Context: an optimization exercise on an open-source flow, tuned for small area, a short achievable clock period and few clock cycles per item. The choices shown serve that exercise and are no tape-out recipe. Only simulation tests tie the RTL to the original design; equivalence was not proved.

== v2 ==
## pipelined_array_mult
module pipelined_array_mult #(
  parameter int WIDTH  = 64,
  parameter int TAG_W  = 4
) (
  input  logic               clk,
  input  logic               rst,
  input  logic               in_valid,
  output logic               in_ready,
  input  logic               in_signed,
  input  logic [WIDTH-1:0]   A,
  input  logic [WIDTH-1:0]   B,
  input  logic [TAG_W-1:0]   in_tag,
  output logic               out_valid,
  input  logic               out_ready,
  output logic [2*WIDTH-1:0] out,
  output logic               out_signed,
  output logic [TAG_W-1:0]   out_tag
);
Size in the first run: roughly 270 I/O pins, about 0.11 sq mm of cells after synthesis.
export LEC_CHECK = 0
export ABC_AREA = 1
export CAP_MARGIN = 20
export CORE_MARGIN = 2
export CORE_UTILIZATION = 45
export SLEW_MARGIN = 20
export SYNTH_HIERARCHICAL = 1
create_clock -name core_clock -period 13.0 [get_ports {clk}]
standard.sh (not shown) runs the stock make flow with config.mk's settings and CLKGATE_MAP_FILE= SYNTH_SCRIPT=/design/flow/synth_recipe.tcl, a recipe that flattens the netlist after the stock synthesis.
==> flow/flow/run.sh <==
#!/bin/bash
# Own flow: the standard ORFS layout (standard.sh) with these changes:
# - repair_timing aims for a path delay well below the 13 ns clock (setup slack
#   margin), so that the achieved period improves; the SDC is the standard one;
# - ports are buffered with buf_2 instead of the default (a delay cell);
# - CTS inserts no dummy loads, and may use smaller clock buffers.
set -euo pipefail
export SETUP_SLACK_MARGIN=8.5
export BUFFER_PORTS_ARGS="-buffer_cell sky130_fd_sc_hd__buf_2"
export CTS_ARGS="-sink_clustering_enable -repair_clock_nets -dont_use_dummy_load -buf_list {sky130_fd_sc_hd__clkbuf_4 sky130_fd_sc_hd__clkbuf_8 sky130_fd_sc_hd__clkbuf_16} -sink_clustering_size 24 -sink_clustering_max_diameter 120"
bash standard.sh > standard.log 2>&1
Testbench counts of v2, summed over its fixed seeds: cycles 1,036, items 1,024.
### v2 -> v6
Settings: CTS_BUF_LIST: unset -> sky130_fd_sc_hd__clkbuf_4 sky130_fd_sc_hd__clkbuf_8 sky130_fd_sc_hd__clkbuf_16; CTS_CLUSTER_SIZE: unset -> 30.
==> flow/flow/run.sh <==
#!/bin/bash
# Own flow: the standard ORFS layout (standard.sh) with these changes:
# - repair_timing aims for a path delay well below the 13 ns clock (setup slack
#   margin), so that the achieved period improves; the SDC is the standard one;
# - ports are buffered with buf_2 instead of the default (a delay cell);
# - CTS inserts no dummy loads.
set -euo pipefail
export SETUP_SLACK_MARGIN=8.5
export BUFFER_PORTS_ARGS="-buffer_cell sky130_fd_sc_hd__buf_2"
export CTS_ARGS="-sink_clustering_enable -repair_clock_nets -dont_use_dummy_load"
bash standard.sh > standard.log 2>&1
Notes after the runs:
v2 -> v6: sum of negative setup slack delta 0, exact match. On total of max-cap violations, v2 and v6 are neck and neck. In the tables for v2 and v6, relative max-transition margin reads higher with v2. Number of fill cells in the layout in v6 vs v2: down 145. Worst hold slack improves in v6 relative to v2. The wire length of the first global-routing pass number comes out lower for v2 vs v6. v6 reports its cell at the slowest stage of the critical path as fa_1 while v2 reports buf_6.
Modified inputs, v17 compared to v6
Settings: CTS_BUF_LIST no longer set, was sky130_fd_sc_hd__clkbuf_4 sky130_fd_sc_hd__clkbuf_8 sky130_fd_sc_hd__clkbuf_16; CTS_CLUSTER_SIZE no longer set, was 30.
diff --git a/flow/flow/run.sh b/flow/flow/run.sh
--- a/flow/flow/run.sh
+++ b/flow/flow/run.sh
@@ -5,3 +5,4 @@
 # - ports are buffered with buf_2 instead of the default (a delay cell);
-# - CTS inserts no dummy loads.
+# - CTS inserts no dummy loads, and may use smaller clock buffers;
+# - global placement weights the timing-critical nets more.
 set -euo pipefail
@@ -9,3 +10,4 @@
 export BUFFER_PORTS_ARGS="-buffer_cell sky130_fd_sc_hd__buf_2"
-export CTS_ARGS="-sink_clustering_enable -repair_clock_nets -dont_use_dummy_load"
+export CTS_ARGS="-sink_clustering_enable -repair_clock_nets -dont_use_dummy_load -buf_list {sky130_fd_sc_hd__clkbuf_4 sky130_fd_sc_hd__clkbuf_8 sky130_fd_sc_hd__clkbuf_16} -sink_clustering_size 24 -sink_clustering_max_diameter 120"
+export GLOBAL_PLACEMENT_ARGS="-timing_driven_net_weight_max 5 -timing_driven_nets_percentage 20"
 bash standard.sh > standard.log 2>&1
Notes after the runs:
In v17 the area growth from synthesis to layout turned out 1.6 points lower than in v6. In v17, the count of cell instances traversed by the critical path came out 1 below the value in v6. As far as accumulated negative setup slack goes, v17 and v6 are indistinguishable; the numbers are identical. On total routing resource utilization after global routing: v17 sits above v6. Between v6 and v17, the post-route clock period utilization does not differ in any meaningful way.
[inputs] v4 vs v17
diff --git a/flow/flow/run.sh b/flow/flow/run.sh
--- a/flow/flow/run.sh
+++ b/flow/flow/run.sh
@@ -8,3 +8,3 @@
 set -euo pipefail
-export SETUP_SLACK_MARGIN=8.5
+export SETUP_SLACK_MARGIN=8.65
 export BUFFER_PORTS_ARGS="-buffer_cell sky130_fd_sc_hd__buf_2"
Findings:
v4: PASS, flow complete, no timing, DRC or antenna violations. v17 closes out successfully: all stages finished, all timing, DRC and antenna checks passed. Re post-CTS setup repair buffer count: v4 is 2 up on v17. End point of the critical path = r2_p[163]: v17; end point of the critical path = r2_p[310]: v4. There was hardly any difference in wire length of the first global-routing pass between v17 and v4.
Here is what was changed in the inputs of v1 compared with v4.
diff --git a/flow/flow/run.sh b/flow/flow/run.sh
--- a/flow/flow/run.sh
+++ b/flow/flow/run.sh
@@ -8,3 +8,3 @@
 set -euo pipefail
-export SETUP_SLACK_MARGIN=8.65
+export SETUP_SLACK_MARGIN=8.7
 export BUFFER_PORTS_ARGS="-buffer_cell sky130_fd_sc_hd__buf_2"
### Flow results
v4 reports its beginning of the critical path as r1_bo[11] while v1 reports r1_a[38]. Compared with v4, initial antenna violation count in v1 increased by more than 10%. v1 against v4: final sequential cell count about even, first-pass GRT wire length was more or less identical, number of different library cells in the post-synthesis netlist held, sequential cell area share lost 0.19 points. Summary of v1 over v4: sum of routed wire length over all layers up 2.1%; clock-pin slew on the worst setup and hold paths about even; post-layout instance area rose 1.0%; number of cells on the critical path went up by 2.

==> what the ideal ports hide <==
The flow's constraints put no driver on any port. The routed layouts listed below were extracted and timed again, unchanged, in two steps.
Step 1: set_driving_cell puts a clkbuf_16 on clk and a buf_2 on each other input, an assumption about the parent block.
Step 2, shift: input delay + t, output delay - t, t = (earliest + latest rising clock arrival at the registers) / 2. This alone moves slack from input paths to output paths.
Three values: ideal, step 1, step 2; two values: the first two.
| run | shift t [ns] | slack for setup (ns) | worst hold slack (ns) | pins driven straight from the clock port |
|---|---|---|---|---|
| v2 | 0.865 | 8.371 / 8.371 / 8.371 | 0.304 / 0.304 / 0.304 | 1 |
| v6 | 0.909 | 8.365 / 8.365 / 8.365 | 0.345 / 0.345 / 0.345 | 1 |
| v17 | 0.851 | 8.376 / 8.376 / 8.376 | 0.351 / 0.351 / 0.351 | 1 |
| v4 | 0.854 | 8.509 / 8.509 / 8.394 | 0.351 / 0.351 / 0.351 | 1 |
| v1 | 0.862 | 8.546 / 8.546 / 8.395 | 0.351 / 0.351 / 0.351 | 1 |
After both steps every run listed still meets setup and hold. For v1, which loses most, drivers alone change the setup slack by 0.000 ns; drivers and shift together by -0.151 ns.
